This is an optimization exercise on Yosys and OpenROAD, whose aim is small area, not a production implementation.
The RTL was checked by simulation tests, not by an equivalence proof against the original design.
In every run shown here, the design's own scripts or RTL, not TritonCTS, make the clock network.
The clock port is modelled as an ideal driver, which makes a skipped or thinned clock tree look cheaper than it is; a real chip needs a root buffer or a tree.
No activity file was given, so power comes from the tool's default toggle rates.

===== flow/run.sh =====
#!/bin/bash
# The standard synthesis and layout, with these changes to how they are
# done: ABC maps the logic with an area-recovery script (flow/area.abc) in
# place of ORFS's; port buffers use the smallest buffer; constant outputs
# share the synthesis's tie cells instead of one tie cell per port; the
# clock tree is one level of buffers.
set -euo pipefail
work=$PWD
export SKIP_REPAIR_TIE_FANOUT=1
export BUFFER_PORTS_ARGS="-buffer_cell sky130_fd_sc_hd__buf_1"
# clock tree: the clock port drives a few buffers, each driving a cluster
# of registers (flow/simple_cts.tcl replaces ORFS's clock_tree_synthesis)
export PRE_CTS_TCL=$work/flow/simple_cts.tcl
export SIMPLE_CTS_PORT=clk SIMPLE_CTS_N=2 SIMPLE_CTS_BUF=sky130_fd_sc_hd__clkbuf_8
export MY_ABC_SCRIPT=$work/flow/area.abc
{
  cat <<'TCL'
proc abc {args} {
  set i [lsearch -exact $args -script]
  if {$i >= 0} { lset args [expr {$i + 1}] $::env(MY_ABC_SCRIPT) }
  puts "abc script replaced: abc $args"
  yosys abc {*}$args
}
TCL
  cat synth_recipe.tcl
} > own_synth.tcl
sed "s#SYNTH_SCRIPT=[^ ]*#SYNTH_SCRIPT=$work/own_synth.tcl#" standard.sh > own_standard.sh
bash own_standard.sh synth > synth.log 2>&1
bash own_standard.sh > layout.log 2>&1

===== flow/area.abc =====
strash
&get -n
&st
&synch2
&put
dch -f
amap -m -F 4 -A 8
topo
dnsize -c

===== flow/simple_cts.tcl =====
# Replaces clock_tree_synthesis with a one-level clock tree: the clock port
# drives $::env(SIMPLE_CTS_N) buffers of type $::env(SIMPLE_CTS_BUF), each
# placed at the centre of a k-means cluster of the clock sinks it drives.
rename clock_tree_synthesis orfs_clock_tree_synthesis
proc clock_tree_synthesis {args} {
  set nbuf $::env(SIMPLE_CTS_N)
  set block [ord::get_db_block]
  set db [ord::get_db]
  set master [$db findMaster $::env(SIMPLE_CTS_BUF)]
  set clknet [[$block findBTerm $::env(SIMPLE_CTS_PORT)] getNet]
  set sinks {}
  foreach it [$clknet getITerms] {
    if {[$it isInputSignal]} { lappend sinks $it }
  }
  set n [llength $sinks]
  puts "simple_cts: [llength $sinks] sinks, $nbuf x $::env(SIMPLE_CTS_BUF)"
  # sink locations
  set xs {}; set ys {}
  foreach it $sinks {
    set box [[$it getInst] getBBox]
    lappend xs [expr {([$box xMin] + [$box xMax]) / 2}]
    lappend ys [expr {([$box yMin] + [$box yMax]) / 2}]
  }
  # k-means, seeded with sinks spread along the sorted x order
  set order [lsort -integer -indices $xs]
  set cx {}; set cy {}
  for {set k 0} {$k < $nbuf} {incr k} {
    set i [lindex $order [expr {int(($k + 0.5) * $n / $nbuf)}]]
    lappend cx [lindex $xs $i]; lappend cy [lindex $ys $i]
  }
  for {set iter 0} {$iter < 50} {incr iter} {
    set assign {}
    for {set i 0} {$i < $n} {incr i} {
      set best 0; set bd 1e30
      for {set k 0} {$k < $nbuf} {incr k} {
        set d [expr {abs([lindex $xs $i] - [lindex $cx $k]) + abs([lindex $ys $i] - [lindex $cy $k])}]
        if {$d < $bd} { set bd $d; set best $k }
      }
      lappend assign $best
    }
    for {set k 0} {$k < $nbuf} {incr k} {
      set sx 0; set sy 0; set c 0
      for {set i 0} {$i < $n} {incr i} {
        if {[lindex $assign $i] == $k} { incr c; incr sx [lindex $xs $i]; incr sy [lindex $ys $i] }
      }
      if {$c > 0} { lset cx $k [expr {$sx / $c}]; lset cy $k [expr {$sy / $c}] }
    }
  }
  for {set k 0} {$k < $nbuf} {incr k} {
    set inst [odb::dbInst_create $block $master "clkbuf_simple_$k"]
    set net [odb::dbNet_create $block "clknet_simple_$k"]
    $net setSigType CLOCK
    [$inst findITerm A] connect $clknet
    [$inst findITerm X] connect $net
    $inst setLocation [lindex $cx $k] [lindex $cy $k]
    $inst setPlacementStatus PLACED
    set c 0
    for {set i 0} {$i < $n} {incr i} {
      if {[lindex $assign $i] == $k} {
        set it [lindex $sinks $i]
        $it disconnect
        $it connect $net
        incr c
      }
    }
    puts "simple_cts: clkbuf_simple_$k drives $c sinks at ([lindex $cx $k], [lindex $cy $k])"
  }
  $clknet setSigType CLOCK
}

===== standard.sh =====
#!/bin/bash
# synth_recipe.tcl (not shown) runs the flow's synth.tcl, then flattens the netlist and writes it again
# the make line also repeats each setting of config.mk as NAME=value (left out here)
make -C /OpenROAD-flow-scripts/flow DESIGN_CONFIG=/design/flow/config.mk WORK_HOME=/design/flow/orfs CLKGATE_MAP_FILE= SYNTH_SCRIPT=/design/flow/synth_recipe.tcl "${@:-finish}"

===== config.mk =====
export PLATFORM = sky130hd
export DESIGN_NAME = seeg_top
export DESIGN_NICKNAME = seeg_top
export VERILOG_FILES = /design/flow/design.v
export SDC_FILE = /design/flow/constraint.sdc
export NUM_CORES = 4
export LEC_CHECK = 0
export ABC_AREA = 1
export CAP_MARGIN = 20
export CORE_MARGIN = 2
export CORE_UTILIZATION = 40
export SLEW_MARGIN = 20

===== constraint.sdc =====
create_clock -name core_clock -period 5.0 [get_ports {clk}]
set_input_delay 1.0000 -clock core_clock [delete_from_list [all_inputs] [get_ports {clk}]]
set_output_delay 1.0000 -clock core_clock [all_outputs]
set_load 0.01 [all_outputs]

===== design.v =====
`timescale 1ns/1ps
package seeg_pkg;
    localparam int RHD_CHANNELS = 8;
    localparam int RHS_CHANNELS = 4;
    localparam int ZCHECK_SAMPLES = 8;  
    localparam int CONFIG_WORDS = 10;
    localparam int RHD_CLOCK_DIV = 2;  
    localparam int RHS_CLOCK_DIV = 1;
    localparam int RHD_SEED = 0;
    localparam int RHS_SEED = 128;
    typedef logic [15:0] sample_t;
    typedef logic [3:0] chan_t;  
    typedef logic [1:0] zscale_t;  
    typedef sample_t [RHD_CHANNELS-1:0] rhd_frame_t;
    typedef sample_t [RHS_CHANNELS-1:0] rhs_frame_t;
    typedef struct packed {
        rhs_frame_t rhs;
        rhd_frame_t rhd;
    } record_frame_t;
    typedef sample_t [ZCHECK_SAMPLES-1:0] zcheck_block_t;
    typedef enum logic [1:0] {
        op_config,
        op_record,
        op_zcheck
    } engine_op_e;
endpackage
`timescale 1ns/1ps
`timescale 1ns/1ps
`timescale 1ns/1ps
`timescale 1ns/1ps
module seeg_top (
    input  logic                      clk,
    input  logic                      config_done_reset_flag,
    input  logic                      record_start,
    input  logic                      record_stop,
    input  logic                      zcheck_start,
    input  seeg_pkg::zscale_t         zcheck_scale,
    input  logic                      record_ready,
    input  logic                      zcheck_ready,
    output logic                      busy,
    output logic                      zcheck_done,
    output seeg_pkg::record_frame_t   record_frame,
    output logic                      record_valid,
    output seeg_pkg::zcheck_block_t   zcheck_block,
    output seeg_pkg::chan_t           zcheck_channel,
    output logic                      zcheck_valid
);
    typedef enum logic [2:0] {
        s_ready     = 3'b000,
        s_cfg_close = 3'b001,
        s_run       = 3'b010,
        s_push      = 3'b011,
        s_cfg_open  = 3'b101,
        s_run1      = 3'b110,
        s_push1     = 3'b111
    } state_t;
    state_t state;
    logic [4:0] tmr;        
    logic zcheck_mode;
    logic stop_pending;     
    logic [9:0] frame_n;    
    logic [9:0] frame_n2;   
    logic [1:0] scale_q;    
    logic mode_bit;         
    logic capture;
    logic [1:0] zscale;     
    logic first, in_run, in_push, in_cfg;
    logic rhs_next, last_ch;
    logic done_now, tmr_clear;
    logic rec_take, z_take, take;
    localparam logic [4:0] T0 = 5'b01001;
    assign busy = state != s_ready;
    assign stop_pending = mode_bit;
    assign scale_q[0] = mode_bit;
    assign capture = in_run && tmr[3] && tmr[0] && !tmr[4];
    assign first = state[2];
    assign in_run = state[1] && !state[0];
    assign in_push = state[1] && state[0];
    assign in_cfg = !state[1] && state[0];
    assign rhs_next = (zcheck_channel[3] && !(zcheck_channel[1] && zcheck_channel[0]))
                   || (zcheck_channel[2] && zcheck_channel[1] && zcheck_channel[0]);
    assign last_ch = zcheck_channel[3] && zcheck_channel[1] && !zcheck_channel[0];
    assign rec_take = in_push && !zcheck_mode && (!record_valid || record_ready);
    assign z_take = in_push && zcheck_mode && (!zcheck_valid || zcheck_ready);
    assign take = rec_take || z_take;
    always_comb begin
        if (in_cfg)
            done_now = first ? tmr[4] && tmr[2] && tmr[1]        
                             : tmr[3] && tmr[2] && tmr[0];       
        else if (in_run)
            done_now = (zcheck_mode && rhs_next) ? tmr[3] && tmr[1]   
                                                 : tmr[2] && !tmr[1] && tmr[0];  
        else
            done_now = 1'b0;
    end
    assign zcheck_done = state == s_ready && zcheck_mode && !tmr[0];
    assign tmr_clear = config_done_reset_flag || state == s_ready || take
                     || (done_now && state != s_cfg_close);
    always_ff @(posedge clk) begin
        if (config_done_reset_flag) begin
            state <= s_ready;
            record_valid <= 1'b0;
            zcheck_valid <= 1'b0;
        end else begin
            if (rec_take) record_valid <= 1'b1;
            else if (record_ready) record_valid <= 1'b0;
            if (z_take) zcheck_valid <= 1'b1;
            else if (zcheck_ready) zcheck_valid <= 1'b0;
            case (state)
                s_ready: if (record_start || zcheck_start) state <= s_cfg_open;
                s_cfg_open: if (done_now) state <= s_run1;
                s_cfg_close: if (done_now) state <= s_ready;
                s_run: if (done_now) state <= s_push;
                s_run1: if (done_now) state <= s_push1;
                s_push, s_push1: begin
                    if (take) state <= (zcheck_mode ? last_ch : stop_pending) ? s_cfg_close : s_run;
                end
                default: state <= s_ready;
            endcase
        end
    end
    always_ff @(posedge clk) begin
        tmr <= tmr_clear ? T0 : {tmr[3:0], !(tmr[4] ^ tmr[2])};
        if (state == s_ready) zcheck_mode <= !record_start;
        if (state == s_ready) mode_bit <= 1'b0;
        else if (!zcheck_mode) mode_bit <= mode_bit || record_stop;
        else if (capture) mode_bit <= zcheck_scale[0];
        if (capture) scale_q[1] <= zcheck_scale[1];
        if (rec_take) frame_n[0] <= !first && !frame_n[0];
        if (rec_take && (first || frame_n[0])) frame_n[9:1] <= first ? 9'd0 : frame_n2[9:1];
        if (config_done_reset_flag) zcheck_channel <= 4'd11;
        else if (z_take) begin
            zcheck_channel[0] <= !zcheck_channel[0];
            zcheck_channel[1] <= zcheck_channel[1] ^ zcheck_channel[0];
            zcheck_channel[2] <= (zcheck_channel[2] ^ (zcheck_channel[1] && zcheck_channel[0]))
                              && !zcheck_channel[3];
            zcheck_channel[3] <= rhs_next;
        end
        if (z_take) zscale <= scale_q;
    end
    logic [191:0] frame_w;
    logic [127:0] block_w;
    assign record_frame = frame_w;
    assign zcheck_block = block_w;
    assign frame_n2 = {frame_n[9:1] + 9'd1, frame_n[0]};
    for (genvar c = 0; c < seeg_pkg::RHD_CHANNELS; c++) begin : g_rhd
        assign frame_w[16*c +: 16] = {frame_n, 6'(c)};
    end
    for (genvar c = 0; c < seeg_pkg::RHS_CHANNELS; c++) begin : g_rhs
        assign frame_w[128 + 16*c +: 16] = {frame_n2, 6'(c)};
    end
    for (genvar k = 0; k < seeg_pkg::ZCHECK_SAMPLES; k++) begin : g_z
        assign block_w[16*k +: 16] =
            16'({zcheck_channel[3], 1'b0, zcheck_channel[2:0], 3'(k)}) << zscale;
    end
endmodule

==> results of run 1 <==
-- per-layer routing --
metal / up-vias / routed length (um) / part of all wire (%)
met4: 0 / 80 / 1.3
met2: 96 / 3220 / 52
met3: 5 / 481 / 7.7
met5: - / 0 / 0
met1: 966 / 2440 / 39
li1: 1063 / - / -
-- flip-flops by register name, summed over array words and instances, names as in the netlist --
name and flops:
zcheck_mode 1, scale_q 1, tmr 5, zscale 2, zcheck_valid 1, mode_bit 1, state 3, zcheck_channel 4
frame_n 10, record_valid 1
-- layout by cell type, fill, tap and decap left out, types with 2 or more instances in the layout --
cell and n:
buf_1 217, nor2_1 31, clkinv_1 28, nand2_1 15, dfxtp_1 15, edfxtp_1 14
a21oi_1 12, o21ai_0 9, nor2b_1 8, nor3_1 7, o22ai_1 7, ha_1 7
nand3_1 5, nor4_1 3, or2_0 2, o32ai_1 2, o221ai_1 2, conb_1 2
clkbuf_8 2
-- synth_stat cells, types with 2 or more instances --
| cell | count |
|---|---|
| a21oi_1 | 12 |
| buf_4 | 275 |
| clkinv_1 | 28 |
| conb_1 | 2 |
| dfxtp_1 | 15 |
| edfxtp_1 | 14 |
| ha_1 | 7 |
| nand2_1 | 15 |
| nand3_1 | 5 |
| nor2_1 | 31 |
| nor2b_1 | 8 |
| nor3_1 | 7 |
| nor4_1 | 3 |
| o21ai_0 | 9 |
| o221ai_1 | 2 |
| o22ai_1 | 7 |
| o32ai_1 | 2 |
| or2_0 | 2 |
-- critical path, delay by kind of cell (launching register included) --
| family | cells | cell delay, ns |
|---|---|---|
| buffers and inverters | 3 | 0.79 |
| DFF | 1 | 0.57 |
| AOI/OAI and AO/OA | 1 | 0.43 |
| and+or+nand+nor | 1 | 0.34 |
-- path summary, 6_finish.rpt --
check / from / end / slack (ns) / cells past startpoint
setup / recovery: zscale[1]$_DFFE_PP_ / zcheck_block[5] / 1.70 / 5
hold / removal: scale_q[1]$_DFFE_PP_ / zscale[1]$_DFFE_PP_ / 0.45 / 0
setup reg to reg: state[0]$_SDFFE_PP0P_ / tmr[0]$_SDFF_PP1_ / 2.74 / 6
hold reg to reg: scale_q[1]$_DFFE_PP_ / zscale[1]$_DFFE_PP_ / 0.45 / 0
-- stage by stage --
step	cells	setup slack, ns	instance area, sq um
final	508	1.70	2490
after global routing	508	1.46	2490
after CTS	508	1.86	2490
after detailed placement	506	1.86	2460
after global placement	506	1.95	2460
after floorplan	455	2.11	3570
-- layout make-up --
| cell class | count | area (sq um) | area share [%] |
|---|---|---|---|
| plain buffers | 2 | 27.5 | 1.11 |
| inverters | 28 | 105 | 4.23 |
| well taps | 108 | 135 | 5.43 |
| multi-input cells | 123 | 677 | 27.2 |
| repair buffers | 218 | 822 | 33.0 |
| flip-flops and latches | 29 | 721 | 29.0 |
-- where the power goes --
group	switching (uW)	total [uW]	internal, uW
logic	82.1	107	24.5
registers	20.6	288	267
clock network	60.6	97.6	37.0
-- cells by family (layout without fill, tap and decap cells) --
| kind of cell | count (synthesis) | after routing | synth area share [%] |
|---|---|---|---|
| adder cells (fa/ha/maj) | 7 | 7 | 2.46 |
| flip-flops | 29 | 29 | 20.2 |
| AND/OR/NAND/NOR | 76 | 76 | 9.75 |
| other | 2 | 2 | 0.211 |
| AO/OA/AOI/OAI | 38 | 38 | 6.56 |
| buffers and inverters | 303 | 248 | 60.8 |
==> flow_metrics.tcl, run 1 <==
set metrics [dict create \
    relSlewSlack_pct 35.7 \
    worstHoldPathType "flip-flop to flip-flop" \
    max_freq_mhz 303 \
    postSynth.asyncResetShare_pct 0 \
    drv_slew 0 \
    tightestPinTransition_ns 0.957 \
    coreArea_sq_um 8680 \
    ys_seq_elements 29 \
    vias 2130 \
    grt_busiest_layer "met2" \
    first_pass_iters 4 \
    status "timing/DRC/antenna clean" \
    grt_util_met2_pct 20.4 \
    grt_max_degree 104 \
    synthesis.area_sq_um 3570 \
    clkTransAtPathRegs_ns 0.12 \
    antenna_found_initial 0 \
    ir_worst_vdd_v 0.000103 \
    crit_type "flip-flop to output port" \
    overflow 0 \
    yosys.area.top_type "buf_4" \
    critPathCaptureType "output port" \
    syn_inst 455 \
    ys.flop_type "dfxtp_1" \
    critPathArrivalTime_ns 2.30 \
    slowest_delay_ns 0.57 \
    synth_edf_count 14 \
    synth_fp_nets 471 \
    met3_usage_pct 1.35 \
    netlist.area_leader.share_pct 57.9 \
    synth.distinct_cells 29 \
    finClkSkew_ns 0.0386 \
    vias_per_cell 4.19 \
    dp_hpwl_mm 5.04 \
    die_height_um 98.4 \
    cpMaxStageDelayCell "edfxtp_1" \
    grtUsageMet1_pct 13.2 \
    ys_top_cells_by_area "buf_4, edfxtp_1, dfxtp_1" \
    setup_violations 0 \
    rsz0062_at_grt "no" \
    grt_pass1_vias 1738 \
    hold_ws_ns 0.453 \
    setup_tns_ns 0 \
    cp_data_required_time_ns 4.00 \
    syn_avg_cell_area_sq_um 7.84 \
    period_needed_ns 3.30 \
    start_util_pct 41.1 \
    yosys_warnings 1 \
    cts_resized 0 \
    fill_cells 952 \
    wl_mm 6.22 \
    fin_nets 418 \
    period_share_pct 65.9 \
    ys_seq_area_share_pct 20.2 \
    grt_pass1_wl_mm 8.89 \
    p_per_area_nw_per_um2 198 \
    layout-drive-gt1-share_pct 0.750 \
    maxCapViolations 0 \
    pin_count 337 \
    area_delta_synth_final_pct -30.3 \
    drt_iter0_drc 50 \
    grt_usage_pct 10.7 \
    cp_max_fo 14 \
    p_total_uw 492 \
    antenna_left 0 \
    drc_errors 0 \
    row_count 34 \
    final_util_pct 28.7 \
    clock_latency_ns 0.17 \
    gp_congestion 0.795 \
    io_buffers 217 \
    finalHoldViolCount 0 \
    crit_path_frequent_cell "clkinv_1" \
    critPathLaunchType "flip-flop" \
    cts_setup_buffers 0 \
    antennaDiodeCount 0 \
    routedWlPerCell_um 12.2 \
    dieArea_sq_um 9690 \
    path_cells "clkinv_1, nor2_1, clkinv_1, o22ai_1, buf_1" \
    p_leak_uw 0.000812 \
    cts_hold_buf 0 \
    die_w_um 98.4 \
]
==> run 2: changes to the inputs <==
--- a/design.v
+++ b/design.v
@@ -143,5 +143,10 @@
     assign record_frame = frame_w;
     assign zcheck_block = block_w;
-    assign frame_n2 = {frame_n[9:1] + 9'd1, frame_n[0]};
+    logic [9:1] carry2;
+    assign carry2[1] = 1'b1;
+    for (genvar i = 2; i <= 9; i++) begin : g_carry
+        assign carry2[i] = carry2[i-1] && frame_n[i-1];
+    end
+    assign frame_n2 = {frame_n[9:1] ^ carry2, frame_n[0]};
     for (genvar c = 0; c < seeg_pkg::RHD_CHANNELS; c++) begin : g_rhd
         assign frame_w[16*c +: 16] = {frame_n, 6'(c)};
==> flow_metrics.tcl, run 2 <==
set metrics [dict create \
    relSlewSlack_pct 36.9 \
    period_needed_ns 3.55 \
    cts_resized 0 \
    largest_register_ffs 10 \
    dieArea_sq_um 9620 \
    whs_endpoint "zscale[1]$_DFFE_PP_" \
    grt_usage_pct 10.7 \
    postSynth.asyncResetShare_pct 0 \
    gp_congestion 0.798 \
    multi_input_area_sq_um 669 \
    rr_startpoint "frame_n[1]$_SDFFCE_PP0P_" \
    critPathArrivalTime_ns 2.55 \
    syn_inst 436 \
    cp_max_fo 11 \
    finalHoldViolCount 0 \
    p_leak_uw 0.000818 \
    clkTransAtPathRegs_ns 0.12 \
    cts_hold_buf 0 \
    critPathLaunchType "flip-flop" \
    synth_fp_nets 458 \
    ys_seq_area_share_pct 20.4 \
    setup_violations 0 \
    start_util_pct 41.0 \
    row_count 34 \
    first_pass_iters 4 \
    max_freq_mhz 282 \
    hp-start "scale_q[1]$_DFFE_PP_" \
    critPathCaptureType "output port" \
    netlist.area_leader.share_pct 58.3 \
    coreArea_sq_um 8640 \
    antenna_found_initial 0 \
    rsz0062_at_grt "no" \
    antennaDiodeCount 0 \
    status "timing/DRC/antenna clean" \
    worst-r2r-setup-slack_ns 2.46 \
    drv_slew 0 \
    die_height_um 98.1 \
    routedWlPerCell_um 12.2 \
    grt_pass1_vias 1681 \
    antenna_left 0 \
    cts_setup_buffers 0 \
    setup_tns_ns 0 \
    ir_worst_vdd_v 0.000150 \
    io_buffers 217 \
    layout_commonest_cell "buf_1" \
    setup_ws_ns 1.45 \
    fin_nets 404 \
    seq_area_sq_um 721 \
    synth.distinct_cells 29 \
    ys_top_cells_by_area "buf_4, edfxtp_1, dfxtp_1" \
    wl_mm 5.94 \
    dp_hpwl_mm 4.79 \
    overflow 0 \
    vias_per_cell 4.18 \
    tightestPinTransition_ns 0.947 \
    maxCapViolations 0 \
    reg2reg_depth 10 \
    yosysMostFrequentCell "buf_4" \
    die_w_um 98.1 \
    p_total_uw 647 \
    clock_latency_ns 0.18 \
    top_register "frame_n" \
    period_share_pct 71.0 \
    top_regs "frame_n x10, tmr x5, zcheck_channel x4" \
    synth_common_cells "buf_4, nor2_1, clkinv_1" \
    finClkSkew_ns 0.0455 \
    ys.flop_type "dfxtp_1" \
    detailedPlace.worstSlack_ns 1.57 \
    whs_path_depth 0 \
    hold_ws_ns 0.443 \
    fill_cells 978 \
    grt_max_degree 104 \
    synthesis.area_sq_um 3540 \
    p_per_area_nw_per_um2 264 \
    drc_errors 0 \
    crit_type "flip-flop to output port" \
    yosys.area.top_type "buf_4" \
    drt_iter0_drc 34 \
    synth_edf_count 14 \
    worstHoldPathType "flip-flop to flip-flop" \
    layout-drive-gt1-share_pct 0.526 \
    mostFrequentLayoutCells "buf_1, nor2_1, clkinv_1" \
    area_delta_synth_final_pct -30.7 \
    pin_count 337 \
    yosys_warnings 1 \
    syn_avg_cell_area_sq_um 8.12 \
    vias 2039 \
    cp_data_required_time_ns 4.00 \
    grt_pass1_wl_mm 8.85 \
    rr_endpoint "frame_n[9]$_SDFFCE_PP0P_" \
    ys_seq_elements 29 \
]
==> run 2: power breakdown <==
group / internal (uW) / switching, uW / total (uW)
clock: 37.1 / 62.7 / 99.8
sequential: 287 / 44.4 / 331
combinational: 59.3 / 157 / 216
total: 383 / 264 / 647
==> run 2: worst max-delay path: stages, from the launching register on <==
cell      delay [ns]
edfxtp_1        0.52
ha_1            0.26
ha_1            0.18
ha_1            0.21
ha_1            0.19
ha_1            0.18
ha_1            0.18
ha_1            0.19
a21oi_1         0.31
buf_1           0.19
==> run 2: layer usage <==
| layer | global-route usage, % | up-vias | part of all wire (%) |
|---|---|---|---|
| li1 | - | 1006 | - |
| met1 | 13.9 | 919 | 41 |
| met2 | 19.3 | 108 | 50 |
| met3 | 1.50 | 6 | 8.2 |
| met4 | 1.18 | 0 | 0.81 |
| met5 | 0 | - | 0 |
==> run 2: kinds of logic (layout without fill, tap and decap cells) <==
group | count (synthesis) | in the layout | synth area share [%]
and+or+nand+nor | 61 | 61 | 7.99
buffers and inverters | 298 | 242 | 60.7
AOI/OAI and AO/OA | 33 | 33 | 6.11
adders and majority gates | 13 | 13 | 4.59
DFF | 29 | 29 | 20.4
other | 2 | 2 | 0.212
==> run 2: cell type report <==
cell class,instances,share of cell area [%]
tap,108,5.51
timing repair buffer,217,33.2
inverter,23,3.52
buffer,2,1.12
multi-input combinational,109,27.3
sequential,29,29.4
==> run 2: worst max-delay path by stage <==
| stage | from | end | slack, ns | depth (start not counted) |
|---|---|---|---|---|
| 3_5_place_dp | frame_n[1]$_SDFFCE_PP0P_ | record_frame[143] | 1.57 | 9 |
| 6_report | frame_n[1]$_SDFFCE_PP0P_ | record_frame[175] | 1.45 | 9 |
| 4_1_cts | frame_n[1]$_SDFFCE_PP0P_ | record_frame[143] | 1.57 | 9 |
| 3_3_place_gp | frame_n[1]$_SDFFCE_PP0P_ | record_frame[175] | 1.61 | 9 |
| 2_1_floorplan | frame_n[1]$_SDFFCE_PP0P_ | record_frame[159] | 1.64 | 9 |
| 5_1_grt | frame_n[1]$_SDFFCE_PP0P_ | record_frame[191] | 1.23 | 9 |
==> run 2: metrics by stage <==
step	instance area [sq um]	utilization (%)	std cells
final	2450	28.4	488
after global routing	2450	28.4	488
after CTS	2450	28.4	488
after detailed placement	2430	28.1	486
after global placement	2430	28.1	486
after floorplan	3540	-	436
==> run 3: changes to the inputs <==
--- a/flow/run.sh
+++ b/flow/run.sh
@@ -1,6 +1,6 @@
 #!/bin/bash
 # The standard synthesis and layout, with these changes to how they are
-# done: ABC maps the logic with an area-recovery script (flow/area.abc) in
-# place of ORFS's; port buffers use the smallest buffer; constant outputs
+# done: ABC maps the logic, adders included, with an area-recovery script
+# (flow/area.abc) in place of ORFS's; port buffers use the smallest buffer; constant outputs
 # share the synthesis's tie cells instead of one tie cell per port; the
 # clock tree is one level of buffers.
@@ -22,4 +22,6 @@
   yosys abc {*}$args
 }
+# leave adders to ABC instead of mapping them to half/full adder cells
+proc extract_fa {args} { puts "extract_fa skipped" }
 TCL
   cat synth_recipe.tcl
==> flow_metrics.tcl, run 3 <==
set metrics [dict create \
    status "timing/DRC/antenna clean" \
    gp_congestion 0.843 \
    critPathCaptureType "output port" \
    grt_usage_pct 10.8 \
    worstHoldPathType "flip-flop to flip-flop" \
    critPathArrivalTime_ns 2.32 \
    drv_slew 0 \
    vias 2135 \
    whs_path_depth 0 \
    largest_register_ffs 10 \
    fin_nets 424 \
    dieArea_sq_um 9560 \
    worst-r2r-setup-slack_ns 2.66 \
    max_freq_mhz 301 \
    grt_pass1_vias 1711 \
    yosys.area.top_type "buf_4" \
    drt_iter0_drc 53 \
    grt_pass1_wl_mm 8.69 \
    drc_errors 0 \
    netlist.area_leader.share_pct 58.7 \
    finalHoldViolCount 0 \
    cts_resized 0 \
    period_share_pct 66.4 \
    cpMaxStageDelayCell "edfxtp_1" \
    area_delta_synth_final_pct -30.7 \
    rr_startpoint "zcheck_channel[0]$_SDFFE_PP1P_" \
    p_per_area_nw_per_um2 258 \
    clock_latency_ns 0.15 \
    tightestPinTransition_ns 0.802 \
    antennaDiodeCount 0 \
    top_register "frame_n" \
    antenna_found_initial 0 \
    p_total_uw 629 \
    grt_max_degree 104 \
    critPathLaunchType "flip-flop" \
    path_cells "nand2_1, clkinv_1, nand2_1, clkinv_1, nand2_1, clkinv_1, nand2_1, clkinv_1, nand2_1, clkinv_1, nand2_1, clkinv_1, nand2_1, o21ai_0, buf_1" \
    relSlewSlack_pct 46.3 \
    ir_worst_vdd_v 0.0000804 \
    syn_inst 468 \
    ys.flop_type "dfxtp_1" \
    rsz0062_at_grt "no" \
    crit_start "frame_n[1]$_SDFFCE_PP0P_" \
    first_pass_iters 4 \
    syn_avg_cell_area_sq_um 7.51 \
    cts_setup_buffers 0 \
    wl_mm 6.15 \
    layout_commonest_cell "buf_1" \
    mostFrequentLayoutCells "buf_1, nor2_1, clkinv_1" \
    cts_hold_buf 0 \
    synth_edf_count 14 \
    pin_count 337 \
    io_buffers 217 \
    dp_hpwl_mm 5.08 \
    die_w_um 97.8 \
    finClkSkew_ns 0.00887 \
    ys_top_cells_by_area "buf_4, edfxtp_1, dfxtp_1" \
    clkTransAtPathRegs_ns 0.09 \
    hold_ws_ns 0.445 \
    slowest_delay_ns 0.54 \
    period_needed_ns 3.32 \
    routedWlPerCell_um 11.8 \
    setup_tns_ns 0 \
    vias_per_cell 4.10 \
    synth_fp_nets 477 \
    synthesis.area_sq_um 3520 \
    setup_violations 0 \
    synth.distinct_cells 20 \
    ys_seq_area_share_pct 20.5 \
    start_util_pct 40.7 \
    crit_path_frequent_cell "nand2_1" \
    maxCapViolations 0 \
    row_count 34 \
    whs_endpoint "zscale[1]$_DFFE_PP_" \
    ys_seq_elements 29 \
    cp_data_required_time_ns 4.00 \
    hp-start "scale_q[1]$_DFFE_PP_" \
    postSynth.asyncResetShare_pct 0 \
    layout-drive-gt1-share_pct 0.726 \
    top_regs "frame_n x10, tmr x5, zcheck_channel x4" \
    die_height_um 97.8 \
    overflow 0 \
    rr_endpoint "tmr[1]$_SDFF_PP0_" \
    reg2reg_depth 10 \
    cp_max_fo 12 \
    yosysMostFrequentCell "buf_4" \
    crit_type "flip-flop to output port" \
    synth_common_cells "buf_4, nor2_1, clkinv_1" \
    yosys_warnings 1 \
    antenna_left 0 \
    p_leak_uw 0.000798 \
    coreArea_sq_um 8640 \
]
-- run 3: worst max-delay path: cells and delay by family, from the launching register on --
kind            cells  cell delay [ns]
simple gates        7             0.50
compound gates      1             0.51
buf+inv             7             0.60
flops               1             0.54
-- run 3: stage by stage --
| stage | utilization [%] | worst slack, ns | instance area (sq um) | instances |
|---|---|---|---|---|
| floorplan | - | 1.92 | 3520 | 468 |
| global placement | 27.9 | 1.88 | 2410 | 519 |
| detailed placement | 27.9 | 1.81 | 2410 | 519 |
| CTS | 28.2 | 1.80 | 2440 | 521 |
| global route | 28.2 | 1.35 | 2440 | 521 |
| finish | 28.2 | 1.68 | 2440 | 521 |
-- run 3: logic make-up (layout without fill, tap and decap cells) --
kind of cell    Yosys count  in the layout  share of synthesized area (%)
buf+inv                 315            260                           63.0
other cells               2              2                          0.214
simple gates             82             82                           9.54
compound gates           40             40                           6.76
flops                    29             29                           20.5
-- run 3: layout make-up --
type                       instances  area [sq um]
fill                             985          6200
timing repair buffer             218           822
sequential                        29           721
multi-input combinational        124           581
inverter                          40           150
tap                              108           135
buffer                             2          27.5
-- run 3: metal layers --
| metal | vias up | part of all wire, % | global-route usage, % |
|---|---|---|---|
| met5 | - | 0 | 0 |
| met3 | 5 | 7.1 | 1.22 |
| met1 | 951 | 40 | 13.9 |
| met4 | 0 | 1.4 | 1.82 |
| li1 | 1075 | - | - |
| met2 | 104 | 52 | 19.6 |
-- run 3: worst max-delay path by stage --
stage          slack [ns]  cells after the start           endpoint
2_1_floorplan        1.92                     15  record_frame[159]
3_3_place_gp         1.88                     15  record_frame[175]
3_5_place_dp         1.81                     15  record_frame[175]
4_1_cts              1.80                     15  record_frame[175]
5_1_grt              1.35                     15  record_frame[159]
6_report             1.68                     15  record_frame[175]
-- run 3: report_power, final --
group	leakage, uW	total [uW]	switching, uW	internal [uW]
combinational	0.000533	213	155	57.8
sequential	0.000250	323	39.2	284
clock	0.0000144	93.6	56.7	36.9
==> run 4: changes to the inputs <==
==> flow/run.sh (replaced) <==
#!/bin/bash
# The standard synthesis and layout, with these changes to how they are
# done:
# - ABC maps the logic, adders included, with each of the area-recovery
#   scripts in flow/abc/ and the smallest mapping is kept (flow/best_abc.tcl),
#   in place of ORFS's one script; the registers are not touched;
# - port buffers use the smallest buffer;
# - constant outputs share the synthesis's tie cells instead of one tie cell
#   per port;
# - the clock tree is one level of buffers driven by the clock port
#   (flow/simple_cts.tcl).
# Each tool's full output is in synth.log and layout.log here, and ORFS's
# step logs under orfs/logs/.
set -euo pipefail
work=$PWD
export SKIP_REPAIR_TIE_FANOUT=1
export BUFFER_PORTS_ARGS="-buffer_cell sky130_fd_sc_hd__buf_1"
export PRE_CTS_TCL=$work/flow/simple_cts.tcl
export SIMPLE_CTS_PORT=clk SIMPLE_CTS_N=2 SIMPLE_CTS_BUF=sky130_fd_sc_hd__clkbuf_8 SIMPLE_CTS_MAX_SLEW=0.110
export MY_ABC_DIR=$work/flow/abc
mkdir -p $work/abc_stats
export MY_ABC_TMP=$work/abc_stats
{ cat flow/best_abc.tcl; cat synth_recipe.tcl; } > own_synth.tcl
sed "s#SYNTH_SCRIPT=[^ ]*#SYNTH_SCRIPT=$work/own_synth.tcl#" standard.sh > own_standard.sh
bash own_standard.sh synth > synth.log 2>&1
bash own_standard.sh > layout.log 2>&1
==> flow/abc/a01.abc (new file) <==
strash
dch -f
amap -m -F 4 -A 8
topo
dnsize -c
==> flow/abc/a02.abc (new file) <==
strash
&get -n
&st
&dch -f
&put
amap -m -F 4 -A 8
topo
dnsize -c
==> flow/abc/a05.abc (new file) <==
strash
&get -n
&st
&synch2
&put
dch -f
amap -m -F 4 -A 8
topo
dnsize -c
==> flow/abc/a06.abc (new file) <==
strash
&get -n
&st
&dc2
&put
dch -f
amap -m -F 4 -A 8
topo
dnsize -c
==> flow/abc/a07.abc (new file) <==
strash
dch -f
amap -m -F 4 -A 8
strash
dch -f
amap -m -F 4 -A 8
topo
dnsize -c
==> flow/abc/a09.abc (new file) <==
strash
dch -f
amap -m -x -F 4 -A 8
topo
dnsize -c
==> flow/abc/a10.abc (new file) <==
strash
fraig
dch -f
amap -m -F 4 -A 8
topo
dnsize -c
==> flow/abc/a12.abc (new file) <==
strash
&get -n
&st
&syn3
&put
dch -f
amap -m -F 4 -A 8
topo
dnsize -c
==> flow/best_abc.tcl (new file) <==
# ABC maps the logic once with each script in $::env(MY_ABC_DIR)/*.abc,
# from the same starting netlist, and the mapping with the least cell area
# is kept.
proc abc {args} {
  set i [lsearch -exact $args -script]
  if {$i < 0} { yosys abc {*}$args; return }
  set libs {}
  for {set j 0} {$j < [llength $args] - 1} {incr j} {
    if {[lindex $args $j] eq "-liberty"} { lappend libs -liberty [lindex $args [expr {$j + 1}]] }
  }
  yosys design -save before_own_abc
  set best_area 1e30
  set best_script ""
  foreach script [lsort [glob $::env(MY_ABC_DIR)/*.abc]] {
    yosys design -load before_own_abc
    lset args [expr {$i + 1}] $script
    puts "own abc: abc $args"
    yosys abc {*}$args
    set stat_file $::env(MY_ABC_TMP)/[file rootname [file tail $script]].stat
    yosys tee -q -o $stat_file stat {*}$libs
    set f [open $stat_file r]
    set text [read $f]
    close $f
    if {![regexp {Chip area for module '[^']*': ([0-9.eE+-]+)} $text -> area]} { error "no area in $stat_file" }
    puts "own abc: $script area $area"
    if {$area < $best_area} {
      set best_area $area
      set best_script $script
      yosys design -save best_own_abc
    }
  }
  yosys design -load best_own_abc
  puts "own abc: kept $best_script, area $best_area"
}
proc extract_fa {args} { puts "extract_fa skipped" }
--- a/flow/simple_cts.tcl
+++ b/flow/simple_cts.tcl
@@ -1,19 +1,7 @@
-# Replaces clock_tree_synthesis with a one-level clock tree: the clock port
-# drives $::env(SIMPLE_CTS_N) buffers of type $::env(SIMPLE_CTS_BUF), each
-# placed at the centre of a k-means cluster of the clock sinks it drives.
 rename clock_tree_synthesis orfs_clock_tree_synthesis
-proc clock_tree_synthesis {args} {
-  set nbuf $::env(SIMPLE_CTS_N)
+
+proc simple_cts_build {clknet sinks nbuf master} {
   set block [ord::get_db_block]
-  set db [ord::get_db]
-  set master [$db findMaster $::env(SIMPLE_CTS_BUF)]
-  set clknet [[$block findBTerm $::env(SIMPLE_CTS_PORT)] getNet]
-  set sinks {}
-  foreach it [$clknet getITerms] {
-    if {[$it isInputSignal]} { lappend sinks $it }
-  }
   set n [llength $sinks]
-  puts "simple_cts: [llength $sinks] sinks, $nbuf x $::env(SIMPLE_CTS_BUF)"
-  # sink locations
   set xs {}; set ys {}
   foreach it $sinks {
@@ -47,4 +35,5 @@
     }
   }
+  set made {}
   for {set k 0} {$k < $nbuf} {incr k} {
     set inst [odb::dbInst_create $block $master "clkbuf_simple_$k"]
@@ -65,5 +54,50 @@
     }
     puts "simple_cts: clkbuf_simple_$k drives $c sinks at ([lindex $cx $k], [lindex $cy $k])"
+    lappend made $inst $net
   }
-  $clknet setSigType CLOCK
+  return $made
 }
+
+proc simple_cts_undo {clknet sinks made} {
+  foreach it $sinks { $it disconnect; $it connect $clknet }
+  foreach {inst net} $made {
+    odb::dbInst_destroy $inst
+    odb::dbNet_destroy $net
+  }
+}
+
+proc simple_cts_worst_slew {sinks} {
+  estimate_parasitics -placement
+  set worst 0
+  foreach it $sinks {
+    set pin [get_pins [[$it getInst] getName]/[[$it getMTerm] getName]]
+    foreach p {slew_max_rise slew_max_fall} {
+      set s [get_property $pin $p]
+      if {$s > $worst} { set worst $s }
+    }
+  }
+  return $worst
+}
+
+proc clock_tree_synthesis {args} {
+  set block [ord::get_db_block]
+  set master [[ord::get_db] findMaster $::env(SIMPLE_CTS_BUF)]
+  set clknet [[$block findBTerm $::env(SIMPLE_CTS_PORT)] getNet]
+  set sinks {}
+  foreach it [$clknet getITerms] {
+    if {[$it isInputSignal]} { lappend sinks $it }
+  }
+  set_propagated_clock [all_clocks]
+  for {set nbuf $::env(SIMPLE_CTS_N)} {$nbuf <= 4} {incr nbuf} {
+    set made [simple_cts_build $clknet $sinks $nbuf $master]
+    set worst [simple_cts_worst_slew $sinks]
+    puts "simple_cts: $nbuf x $::env(SIMPLE_CTS_BUF) for [llength $sinks] sinks, worst estimated slew $worst"
+    if {$worst <= $::env(SIMPLE_CTS_MAX_SLEW)} {
+      $clknet setSigType CLOCK
+      return
+    }
+    simple_cts_undo $clknet $sinks $made
+  }
+  puts "simple_cts: falling back to clock_tree_synthesis $args"
+  orfs_clock_tree_synthesis {*}$args
+}
removed: flow/area.abc
==> flow_metrics.tcl, run 4 <==
set metrics [dict create \
    clock_latency_ns 0.15 \
    antenna_left 0 \
    drt_iter0_drc 116 \
    syn_inst 454 \
    grt_pass1_wl_mm 8.90 \
    netlist.area_leader.share_pct 59.1 \
    grt_max_degree 104 \
    cpMaxStageDelayCell "edfxtp_1" \
    worstHoldPathType "flip-flop to flip-flop" \
    crit_start "frame_n[1]$_SDFFCE_PP0P_" \
    worst-r2r-setup-slack_ns 1.85 \
    overflow 0 \
    critPathCaptureType "output port" \
    tightestPinTransition_ns 0.933 \
    area_delta_synth_final_pct -30.7 \
    pin_count 337 \
    fin_nets 409 \
    grt_usage_pct 10.9 \
    max_freq_mhz 300 \
    final_cells 506 \
    clkTransAtPathRegs_ns 0.09 \
    period_share_pct 66.7 \
    postSynth.asyncResetShare_pct 0 \
    die_height_um 97.4 \
    p_total_uw 841 \
    setup_violations 0 \
    status "timing/DRC/antenna clean" \
    critPathLaunchType "flip-flop" \
    cts_resized 0 \
    yosys_warnings 1 \
    rr_startpoint "state[1]$_SDFFE_PP0P_" \
    mostFrequentLayoutCells "buf_1, clkinv_1, nor2_1" \
    final_util_pct 28.1 \
    drv_slew 0 \
    ys.flop_type "dfxtp_1" \
    largest_register_ffs 10 \
    path_depth 17 \
    row_count 34 \
    top_register "frame_n" \
    layout-drive-gt1-share_pct 0.754 \
    met2WireLength_mm 2.88 \
    rsz0062_at_grt "no" \
    crit_type "flip-flop to output port" \
    drc_errors 0 \
    synth_fp_nets 463 \
    rr_endpoint "state[0]$_SDFFE_PP0P_" \
    layout_commonest_cell "buf_1" \
    coreArea_sq_um 8590 \
    syn_avg_cell_area_sq_um 7.69 \
    first_pass_iters 4 \
    ys_seq_elements 29 \
    highest_layer "met4" \
    cp_max_fo 12 \
    dp_hpwl_mm 4.84 \
    io_buffers 217 \
    routedWlPerCell_um 11.7 \
    placedCellCount 504 \
    ir_worst_vdd_v 0.0000970 \
    slowest_delay_ns 0.54 \
    cp_data_required_time_ns 4.00 \
    synthesis.area_sq_um 3490 \
    vias 2098 \
    crit_end "record_frame[175]" \
    ys_seq_area_share_pct 20.6 \
    die_w_um 97.4 \
    relSlewSlack_pct 37.1 \
    ys_top_cells_by_area "buf_4, edfxtp_1, dfxtp_1" \
    crit_buf_inv 8 \
    antennaDiodeCount 0 \
    cts_setup_buffers 0 \
    reg2reg_depth 8 \
    start_util_pct 40.6 \
    p_leak_uw 0.000779 \
    synth.distinct_cells 29 \
    gp_congestion 0.871 \
    maxCapViolations 0 \
    top_regs "frame_n x10, tmr x5, zcheck_channel x4" \
    synth_common_cells "buf_4, clkinv_1, nor2_1" \
    finClkSkew_ns 0.00385 \
    setup_tns_ns 0 \
    yosysMostFrequentCell "buf_4" \
    wirelength_met1_mm 2.46 \
    dr_wl_met3_um 545 \
    p_per_area_nw_per_um2 348 \
    cts_hold_buf 0 \
    path_cells "nand2_1, clkinv_1, nand2_1, clkinv_1, nand2_1, clkinv_1, nand2_1, clkinv_1, nand2_1, clkinv_1, nand2_1, clkinv_1, nand2_1, nor2_1, a21oi_1, clkinv_1, buf_1" \
    period_needed_ns 3.33 \
    grt_pass1_vias 1715 \
    wl_mm 5.94 \
    vias_per_cell 4.15 \
    fill_cells 949 \
    antenna_found_initial 0 \
    synth_edf_count 14 \
    yosys.area.top_type "buf_4" \
    finalHoldViolCount 0 \
    crit_family "buffers and inverters" \
    dieArea_sq_um 9490 \
    critPathArrivalTime_ns 2.33 \
]
[run 4: cell types whose count changed in the layout (fill, tap and decap cells not counted), sizes merged, moves of 2 or more]
cell	previous run	this run
a31oi	0	2
a221oi	0	3
clkinv	40	38
o21ai	16	13
nor3	8	5
o32ai	2	0
a21oi	9	5
nor2	46	37
[run 4: power by group]
part           switching [uW]  internal, uW  leakage, uW  total (uW)
logic                     270           110     0.000514         380
registers                62.3           301     0.000251         363
clock network            60.2          37.0    0.0000144        97.2
[run 4: worst min-delay path by stage]
stage	start	end	slack (ns)	depth (start not counted)
CTS	scale_q[1]$_DFFE_PP_	zscale[1]$_DFFE_PP_	0.44	0
finish	scale_q[1]$_DFFE_PP_	zscale[1]$_DFFE_PP_	0.43	0
floorplan	scale_q[1]$_DFFE_PP_	zscale[1]$_DFFE_PP_	0.40	0
global route	scale_q[1]$_DFFE_PP_	zscale[1]$_DFFE_PP_	0.44	0
global placement	scale_q[1]$_DFFE_PP_	zscale[1]$_DFFE_PP_	0.41	0
detailed placement	scale_q[1]$_DFFE_PP_	zscale[1]$_DFFE_PP_	0.42	0
[run 4: kinds of logic after synthesis]
family | Yosys count | synth area share, %
AND/OR/NAND/NOR | 69 | 8.14
flip-flops | 29 | 20.6
other | 2 | 0.215
buffers and inverters | 313 | 63.2
AO/OA/AOI/OAI | 41 | 7.78
[run 4: cell type report]
cell class / instances / area (sq um) / share of cell area [%]
repair buffers: 217 / 815 / 33.7
well taps: 108 / 135 / 5.59
flip-flops and latches: 29 / 721 / 29.8
multi-input cells: 112 / 578 / 23.9
inverters: 38 / 143 / 5.90
plain buffers: 2 / 27.5 / 1.14
[run 4: routing by layer]
metal	vias to the layer above	global-route usage, %
li1	1047	-
met1	940	15.1
met2	108	18.0
met3	3	2.01
met4	0	2.03
met5	-	0
[run 4: metrics by stage]
stage,hold WS [ns],area [sq um],setup slack [ns]
2_1_floorplan,0.400,3490,1.92
3_3_place_gp,0.407,2380,1.89
3_5_place_dp,0.416,2390,1.80
4_1_cts,0.438,2420,1.62
5_1_grt,0.439,2420,1.29
6_report,0.433,2420,1.67
==> run 5: changes to the inputs <==
--- a/config.mk
+++ b/config.mk
@@ -7,6 +7,6 @@
 export LEC_CHECK = 0
 export ABC_AREA = 1
-export CAP_MARGIN = 20
+export CAP_MARGIN = 0
 export CORE_MARGIN = 2
 export CORE_UTILIZATION = 40
-export SLEW_MARGIN = 20
+export SLEW_MARGIN = 0
==> flow_metrics.tcl, run 5 <==
set metrics [dict create \
    antennaDiodeCount 0 \
    clock_latency_ns 0.15 \
    cp_max_fo 12 \
    status "timing/DRC/antenna clean" \
    drt_iter0_drc 90 \
    syn_avg_cell_area_sq_um 7.69 \
    critPathArrivalTime_ns 2.33 \
    die_w_um 97.4 \
    relSlewSlack_pct 23.3 \
    crit_type "flip-flop to output port" \
    tightestPinTransition_ns 1.14 \
    layout_commonest_cell "buf_1" \
    wl_mm 5.96 \
    max_freq_mhz 301 \
    ys.flop_type "dfxtp_1" \
    synth-adder-area-share_pct 0 \
    p_total_uw 843 \
    ys_seq_elements 29 \
    drc_errors 0 \
    row_count 34 \
    grt_pass1_wl_mm 8.75 \
    period_needed_ns 3.33 \
    ir_worst_vdd_v 0.000158 \
    synth_simple_gate_area_share_pct 8.14 \
    setup_tns_ns 0 \
    synthXorXnorAreaFrac_pct 0 \
    setup_violations 0 \
    fin_nets 409 \
    finClkSkew_ns 0.00182 \
    antenna_left 0 \
    finalHoldViolCount 0 \
    grt_max_degree 104 \
    vias 2132 \
    vias_per_cell 4.21 \
    synth_top_family_by_area "buffers and inverters" \
    postSynth.asyncResetShare_pct 0 \
    met2WireLength_mm 2.78 \
    synth_compound_area_share_pct 7.78 \
    netlist.area_leader.share_pct 59.1 \
    area_delta_synth_final_pct -31.0 \
    dieArea_sq_um 9490 \
    grt_pass1_vias 1689 \
    synth.distinct_cells 29 \
    grt_usage_pct 10.7 \
    cts_resized 0 \
    die_height_um 97.4 \
    yosys.area.top_type "buf_4" \
    drv_slew 0 \
    antenna_found_initial 0 \
    critPathLaunchType "flip-flop" \
    synth_common_cells "buf_4, clkinv_1, nor2_1" \
    syn_inst 454 \
    critPathCaptureType "output port" \
    rsz0062_at_grt "no" \
    io_buffers 217 \
    ys_seq_area_share_pct 20.6 \
    cp_data_required_time_ns 4.00 \
    largest_register_ffs 10 \
    synthesis.area_sq_um 3490 \
    period_share_pct 66.5 \
    top_regs "frame_n x10, tmr x5, zcheck_channel x4" \
    p_per_area_nw_per_um2 350 \
    first_pass_iters 4 \
    synth_edf_count 14 \
    dr_wl_met3_um 585 \
    synth_fp_nets 463 \
    overflow 0 \
    yosys_warnings 1 \
    clkTransAtPathRegs_ns 0.10 \
    pin_count 337 \
    coreArea_sq_um 8590 \
    cts_hold_buf 0 \
    ys_top_cells_by_area "buf_4, edfxtp_1, dfxtp_1" \
    gp_congestion 0.871 \
    highest_layer "met4" \
    p_leak_uw 0.000779 \
    layout-drive-gt1-share_pct 0.754 \
    routedWlPerCell_um 11.8 \
    top_register "frame_n" \
    mostFrequentLayoutCells "buf_1, clkinv_1, nor2_1" \
    placedCellCount 504 \
    cts_setup_buffers 0 \
    final_cells 506 \
    maxCapViolations 0 \
    start_util_pct 40.6 \
    wirelength_met1_mm 2.51 \
    synthMuxAreaShare_pct 0 \
    worstHoldPathType "flip-flop to flip-flop" \
    yosysMostFrequentCell "buf_4" \
    fill_cells 958 \
    dp_hpwl_mm 4.81 \
]
run 5: cell types whose count changed in the layout (fill, tap and decap cells not counted):
| cell | change |
|---|---|
| nor4_4 | -1 |
| nor4_2 | +1 |
run 5: cells by family after synthesis:
| kind of cell | Yosys count |
|---|---|
| compound gates | 41 |
| buf+inv | 313 |
| flops | 29 |
| other cells | 2 |
| simple gates | 69 |
run 5: routing by layer:
layer	GRT usage, %	vias to the layer above
li1	-	1055
met1	14.7	954
met2	17.3	118
met3	2.09	5
met4	2.14	0
met5	0	-
run 5: area by class of cell:
class                   instances  area, sq um  area share (%)
multi-input cells             112          569            23.6
flip-flops and latches         29          721            29.9
well taps                     108          135            5.61
plain buffers                   2         27.5            1.14
repair buffers                217          815            33.8
inverters                      38          143            5.92
run 5: through the flow:
step / hold slack (ns) / instance area, sq um / setup WS, ns / utilization, %
after floorplan: 0.400 / 3490 / 1.92 / -
after global placement: 0.407 / 2380 / 1.89 / 27.7
after detailed placement: 0.416 / 2380 / 1.78 / 27.7
after CTS: 0.439 / 2410 / 1.63 / 28.0
after global routing: 0.439 / 2410 / 1.29 / 28.0
final: 0.443 / 2410 / 1.67 / 28.0
run 5: worst paths after layout:
path | startpoint | endpoint | slack (ns) | cells past startpoint
worst max register to register | state[1]$_SDFFE_PP0P_ | state[2]$_SDFFE_PP0P_ | 1.82 | 8
worst max-delay path | frame_n[1]$_SDFFCE_PP0P_ | record_frame[175] | 1.67 | 17
worst min register to register | scale_q[1]$_DFFE_PP_ | zscale[1]$_DFFE_PP_ | 0.44 | 0
worst min-delay path | scale_q[1]$_DFFE_PP_ | zscale[1]$_DFFE_PP_ | 0.44 | 0
run 5: power by group:
group	internal [uW]	total, uW	switching, uW
Clock	37.1	99.7	62.7
Sequential	301	362	60.5
Combinational	109	382	272
run 5: worst max-delay path, stage by stage, from the launching register on:
cell and delay, ns:
edfxtp_1 0.54, nand2_1 0.13, clkinv_1 0.07, nand2_1 0.08
clkinv_1 0.07, nand2_1 0.09, clkinv_1 0.07, nand2_1 0.08
clkinv_1 0.07, nand2_1 0.08, clkinv_1 0.08, nand2_1 0.09
clkinv_1 0.08, nand2_1 0.10, nor2_1 0.05, a21oi_1 0.18
clkinv_1 0.14, buf_1 0.16
==> run 6: changes to the inputs <==
--- a/config.mk
+++ b/config.mk
@@ -7,6 +7,6 @@
 export LEC_CHECK = 0
 export ABC_AREA = 1
-export CAP_MARGIN = 0
+export CAP_MARGIN = 5
 export CORE_MARGIN = 2
 export CORE_UTILIZATION = 40
-export SLEW_MARGIN = 0
+export SLEW_MARGIN = 5
==> flow_metrics.tcl, run 6 <==
set metrics [dict create \
    status "timing/DRC/antenna clean" \
    reg2reg_depth 8 \
    syn_inst 454 \
    critPathCaptureType "output port" \
    synth.distinct_cells 29 \
    dp_hpwl_mm 4.81 \
    ir_worst_vdd_v 0.000158 \
    grt_usage_pct 10.7 \
    synthesis.area_sq_um 3490 \
    ys.flop_type "dfxtp_1" \
    slowest_delay_ns 0.54 \
    synth_common_cells "buf_4, clkinv_1, nor2_1" \
    io_buffers 217 \
    setup_violations 0 \
    top_regs "frame_n x10, tmr x5, zcheck_channel x4" \
    hp-start "scale_q[1]$_DFFE_PP_" \
    max_freq_mhz 301 \
    whs_endpoint "zscale[1]$_DFFE_PP_" \
    yosys_warnings 1 \
    p_total_uw 843 \
    dieArea_sq_um 9490 \
    rr_startpoint "state[1]$_SDFFE_PP0P_" \
    setup_tns_ns 0 \
    crit_type "flip-flop to output port" \
    ys_top_cells_by_area "buf_4, edfxtp_1, dfxtp_1" \
    multi_input_area_sq_um 569 \
    tightestPinTransition_ns 1.14 \
    relSlewSlack_pct 23.3 \
    yosys.area.top_type "buf_4" \
    period_needed_ns 3.33 \
    synth_fp_nets 463 \
    pin_count 337 \
    vias_per_cell 4.21 \
    drv_slew 0 \
    row_count 34 \
    cts_hold_buf 0 \
    routedWlPerCell_um 11.8 \
    p_per_area_nw_per_um2 350 \
    worst-r2r-setup-slack_ns 1.82 \
    overflow 0 \
    cp_data_required_time_ns 4.00 \
    finClkSkew_ns 0.00182 \
    layout-drive-gt1-share_pct 0.754 \
    synth_edf_count 14 \
    layout_commonest_cell "buf_1" \
    clkTransAtPathRegs_ns 0.10 \
    clock_latency_ns 0.15 \
    crit_family "buffers and inverters" \
    mostFrequentLayoutCells "buf_1, clkinv_1, nor2_1" \
    rr_endpoint "state[2]$_SDFFE_PP0P_" \
    vias 2132 \
    antenna_found_initial 0 \
    die_height_um 97.4 \
    period_share_pct 66.5 \
    gp_congestion 0.871 \
    yosysMostFrequentCell "buf_4" \
    wl_mm 5.96 \
    top_register "frame_n" \
    ys_seq_elements 29 \
    antenna_left 0 \
    grt_pass1_wl_mm 8.75 \
    die_w_um 97.4 \
    whs_path_depth 0 \
    syn_avg_cell_area_sq_um 7.69 \
    critPathLaunchType "flip-flop" \
    fin_nets 409 \
    largest_register_ffs 10 \
    coreArea_sq_um 8590 \
    critPathArrivalTime_ns 2.33 \
    path_cells "nand2_1, clkinv_1, nand2_1, clkinv_1, nand2_1, clkinv_1, nand2_1, clkinv_1, nand2_1, clkinv_1, nand2_1, clkinv_1, nand2_1, nor2_1, a21oi_1, clkinv_1, buf_1" \
    cp_max_fo 12 \
    seq_area_sq_um 721 \
    rsz0062_at_grt "no" \
    worstHoldPathType "flip-flop to flip-flop" \
    area_delta_synth_final_pct -31.0 \
    netlist.area_leader.share_pct 59.1 \
    p_leak_uw 0.000779 \
    postSynth.asyncResetShare_pct 0 \
    crit_buf_inv 8 \
    drc_errors 0 \
    grt_pass1_vias 1689 \
    cpMaxStageDelayCell "edfxtp_1" \
    antennaDiodeCount 0 \
    finalHoldViolCount 0 \
    cts_setup_buffers 0 \
    maxCapViolations 0 \
    grt_max_degree 104 \
    cts_resized 0 \
    drt_iter0_drc 90 \
    fill_cells 958 \
    start_util_pct 40.6 \
    ys_seq_area_share_pct 20.6 \
    first_pass_iters 4 \
]
-- run 6: cell counts in the layout (fill, tap and decap cells not counted) --
Identical to the previous run, type by type.
-- run 6: final cells by class --
cell class	count	share of cell area, %
inverter	38	5.92
sequential	29	29.9
timing repair buffer	217	33.8
tap	108	5.61
multi-input combinational	112	23.6
buffer	2	1.14
-- run 6: worst register-to-register path: stages (launching register included) --
cell      delay [ns]
dfxtp_1         0.45
clkinv_1        0.14
nor2_1          0.19
clkinv_1        0.18
nor3_1          0.75
nor2_1          0.18
a222oi_1        0.69
clkinv_1        0.20
a221oi_1        0.32
-- run 6: kinds of logic (layout without fill, tap and decap cells) --
| logic type | after synthesis | after routing | share of synthesized area, % |
|---|---|---|---|
| flops | 29 | 29 | 20.6 |
| compound gates | 41 | 41 | 7.78 |
| buf+inv | 313 | 257 | 63.2 |
| simple gates | 69 | 69 | 8.14 |
| other cells | 2 | 2 | 0.215 |
-- run 6: routing by layer --
metal  up-vias  share of wire (%)  track usage [%]
met4         0                1.5             2.14
met1       954                 42             14.7
met5         -                  0                0
met3         5                9.8             2.09
met2       118                 47             17.3
li1       1055                  -                -
-- run 6: power by group --
part	internal [uW]	switching (uW)	total, uW
clock	37.1	62.7	99.7
sequential	301	60.5	362
combinational	109	272	382
total	448	396	843
-- run 6: per-stage QoR --
| step | hold WS, ns | worst slack (ns) | std cells | util [%] | area [sq um] |
|---|---|---|---|---|---|
| after CTS | 0.439 | 1.63 | 506 | 28.0 | 2410 |
| after detailed placement | 0.416 | 1.78 | 504 | 27.7 | 2380 |
| after global routing | 0.439 | 1.29 | 506 | 28.0 | 2410 |
| final | 0.443 | 1.67 | 506 | 28.0 | 2410 |
| after global placement | 0.407 | 1.89 | 504 | 27.7 | 2380 |
| after floorplan | 0.400 | 1.92 | 454 | - | 3490 |
-- run 6: how the worst max path moves through the flow --
stage / startpoint / to / slack [ns] / cells after the start
floorplan: frame_n[1]$_SDFFCE_PP0P_ / record_frame[159] / 1.92 / 17
global placement: frame_n[1]$_SDFFCE_PP0P_ / record_frame[175] / 1.89 / 17
detailed placement: zcheck_ready / state[0]$_SDFFE_PP0P_ / 1.78 / 7
CTS: frame_n[1]$_SDFFCE_PP0P_ / record_frame[175] / 1.63 / 17
global route: frame_n[1]$_SDFFCE_PP0P_ / record_frame[175] / 1.29 / 17
finish: frame_n[1]$_SDFFCE_PP0P_ / record_frame[175] / 1.67 / 17
==> run 7: changes to the inputs <==
==> flow/abc/f01.abc (new file) <==
strash
fraig
dch -f
amap -m -F 8 -A 16 -C 2000
topo
dnsize -c
==> flow/abc/f05.abc (new file) <==
strash
fraig
dch -f
amap -m -F 4 -A 8
strash
fraig
dch -f
amap -m -F 4 -A 8
topo
dnsize -c
==> flow/abc/f06.abc (new file) <==
strash
fraig
scorr
dch -f
amap -m -F 4 -A 8
topo
dnsize -c
==> flow_metrics.tcl, run 7 <==
set metrics [dict create \
    cellInternalPower_uw 464 \
    setup_ws_ns 1.68 \
    overflow 0 \
    rsz0062_at_grt "no" \
    cp_data_required_time_ns 4.00 \
    area_delta_synth_final_pct -30.6 \
    synth_edf_count 14 \
    antenna_found_initial 0 \
    p_per_area_nw_per_um2 352 \
    critPathLaunchType "flip-flop" \
    synth_fp_nets 466 \
    rr_endpoint "state[2]$_SDFFE_PP0P_" \
    pin_count 337 \
    coreArea_sq_um 8590 \
    synthesis.area_sq_um 3480 \
    syn_inst 457 \
    combinationalPowerShare_pct 44.3 \
    finClkSkew_ns 0.00181 \
    first_pass_iters 4 \
    switching_power_uw 387 \
    netlist.area_leader.share_pct 59.2 \
    cp_max_fo 12 \
    relSlewSlack_pct 22.5 \
    critPathArrivalTime_ns 2.32 \
    period_needed_ns 3.32 \
    dieArea_sq_um 9470 \
    setup_tns_ns 0 \
    detailedPlace.worstSlack_ns 1.82 \
    io_buffers 217 \
    cts_setup_buffers 0 \
    setup_violations 0 \
    largest_register_ffs 10 \
    hold_ws_ns 0.418 \
    postSynth.asyncResetShare_pct 0 \
    grt_usage_pct 10.5 \
    antenna_left 0 \
    cts_resized 0 \
    period_share_pct 66.4 \
    p_seq_share_pct 42.3 \
    crit_type "flip-flop to output port" \
    vias_per_cell 4.17 \
    ys_top_cells_by_area "buf_4, edfxtp_1, dfxtp_1" \
    clkTransAtPathRegs_ns 0.07 \
    die_w_um 97.3 \
    whs_path_depth 0 \
    fill_cells 967 \
    grt_max_degree 104 \
    yosys.area.top_type "buf_4" \
    drv_slew 0 \
    vias 2127 \
    rr_startpoint "state[1]$_SDFFE_PP0P_" \
    reg2reg_depth 9 \
    syn_avg_cell_area_sq_um 7.62 \
    worstHoldPathType "flip-flop to flip-flop" \
    yosys_warnings 1 \
    status "timing/DRC/antenna clean" \
    die_height_um 97.3 \
    critPathCaptureType "output port" \
    mostFrequentLayoutCells "buf_1, clkinv_1, nor2_1" \
    switching_share_pct 45.5 \
    wl_mm 5.79 \
    layout-drive-gt1-share_pct 0.995 \
    synth_common_cells "buf_4, clkinv_1, nor2_1" \
    antennaDiodeCount 0 \
    grt_pass1_vias 1698 \
    tightestPinTransition_ns 1.15 \
    yosysMostFrequentCell "buf_4" \
    top_regs "frame_n x10, tmr x5, zcheck_channel x4" \
    drc_errors 0 \
    grt_pass1_wl_mm 8.65 \
    max_freq_mhz 301 \
    clock_latency_ns 0.13 \
    hp-start "scale_q[1]$_DFFE_PP_" \
    whs_endpoint "zscale[1]$_DFFE_PP_" \
    row_count 34 \
    pwr-share-clk_pct 13.4 \
    p_total_uw 851 \
    routedWlPerCell_um 11.3 \
    top_register "frame_n" \
    fin_nets 413 \
    ys.flop_type "dfxtp_1" \
    ir_worst_vdd_v 0.000163 \
    p_leak_uw 0.000778 \
    worst-r2r-setup-slack_ns 1.97 \
    synth.distinct_cells 23 \
    finalHoldViolCount 0 \
    gp_congestion 0.779 \
    drt_iter0_drc 65 \
    final_util_pct 28.1 \
    dp_hpwl_mm 4.64 \
    maxCapViolations 0 \
    ys_seq_elements 29 \
    layout_commonest_cell "buf_1" \
    ys_seq_area_share_pct 20.7 \
    cts_hold_buf 0 \
    start_util_pct 40.6 \
]
==> run 7: stage by stage <==
| step | cells | cell area, sq um |
|---|---|---|
| after floorplan | 457 | 3480 |
| after global placement | 507 | 2380 |
| after detailed placement | 507 | 2380 |
| after CTS | 510 | 2420 |
| after global routing | 510 | 2420 |
| final | 510 | 2420 |
==> run 7: critical path, stage by stage, from the launching register on <==
cell and delay [ns]:
edfxtp_1 0.54, nand2_1 0.14, clkinv_1 0.08, nand2_1 0.09, clkinv_1 0.07, nand2_1 0.09, clkinv_1 0.08, nand2_1 0.09
clkinv_1 0.07, nand2_1 0.08, clkinv_1 0.07, nand2_1 0.08, clkinv_1 0.07, nand2_1 0.10, nor2_1 0.05, a21oi_1 0.20
clkinv_1 0.15, buf_1 0.15
==> run 7: kinds of logic after synthesis <==
family                 synth area share [%]
and+or+nand+nor                        8.22
buffers and inverters                  63.2
other                                 0.216
AOI/OAI and AO/OA                      7.65
DFF                                    20.7
==> run 7: final cells by class <==
| type | count | area (sq um) | area share, % |
|---|---|---|---|
| Multi-Input combinational cell | 116 | 567 | 23.4 |
| Sequential cell | 29 | 721 | 29.8 |
| Timing Repair Buffer | 217 | 815 | 33.7 |
| Buffer | 3 | 41.3 | 1.71 |
| Tap cell | 108 | 135 | 5.59 |
| Inverter | 37 | 139 | 5.75 |
==> run 7: per-layer routing <==
metal	track usage, %	part of all wire [%]	vias up
li1	-	-	1058
met1	13.7	39	941
met2	18.4	49	119
met3	1.58	9.2	9
met4	2.56	2.5	0
met5	0	0	-
==> run 7: worst max-delay path by stage <==
stage | start | to | slack (ns) | cells past startpoint
after floorplan | frame_n[1]$_SDFFCE_PP0P_ | record_frame[159] | 1.92 | 17
after global placement | frame_n[1]$_SDFFCE_PP0P_ | record_frame[175] | 1.91 | 17
after detailed placement | frame_n[1]$_SDFFCE_PP0P_ | record_frame[159] | 1.82 | 17
after CTS | frame_n[1]$_SDFFCE_PP0P_ | record_frame[159] | 1.65 | 17
after global routing | frame_n[1]$_SDFFCE_PP0P_ | record_frame[175] | 1.29 | 17
final | frame_n[1]$_SDFFCE_PP0P_ | record_frame[159] | 1.68 | 17
==> run 7: power by group through the flow <==
stage          Combinational [uW]  Sequential [uW]  Clock [uW]
2_1_floorplan                 421              351           0
3_3_place_gp                  372              364           0
3_5_place_dp                  377              364           0
4_1_cts                       378              360         121
5_1_grt                       423              370         132
6_report                      377              360         114

-- what the ideal ports hide --
In the flow no input, the clock included, has a driving cell. The finished layouts below were timed again as built, in two steps. Step 1: set_driving_cell puts a clkbuf_16 on clk and a buf_2 on each other input, an assumption about the parent block. Step 2 also shifts input and output timing later by t, the mid clock arrival at the registers, as if the neighbouring blocks saw the same clock. Three values: ideal, step 1, step 2; two values: the first two.
run | t (ns) | setup slack, ns | worst setup path at the end | worst register clock-pin slew, ns
run 1 | 0.195 | 1.704 / 1.661 / 1.856 | register to output | 0.12 / 0.12
run 2 | 0.193 | 1.451 / 1.410 / 1.603 | register to output | 0.12 / 0.12
run 3 | 0.189 | 1.681 / 1.639 / 1.827 | register to output | 0.09 / 0.09
run 4 | 0.196 | 1.666 / 1.620 / 1.791 | input to register | 0.09 / 0.09
run 5 | 0.194 | 1.673 / 1.631 / 1.689 | input to register | 0.10 / 0.10
run 6 | 0.194 | 1.673 / 1.631 / 1.689 | input to register | 0.10 / 0.10
run 7 | 0.180 | 1.678 / 1.628 / 1.808 | register to output | 0.07 / 0.07
After both steps every run listed still meets setup and hold.
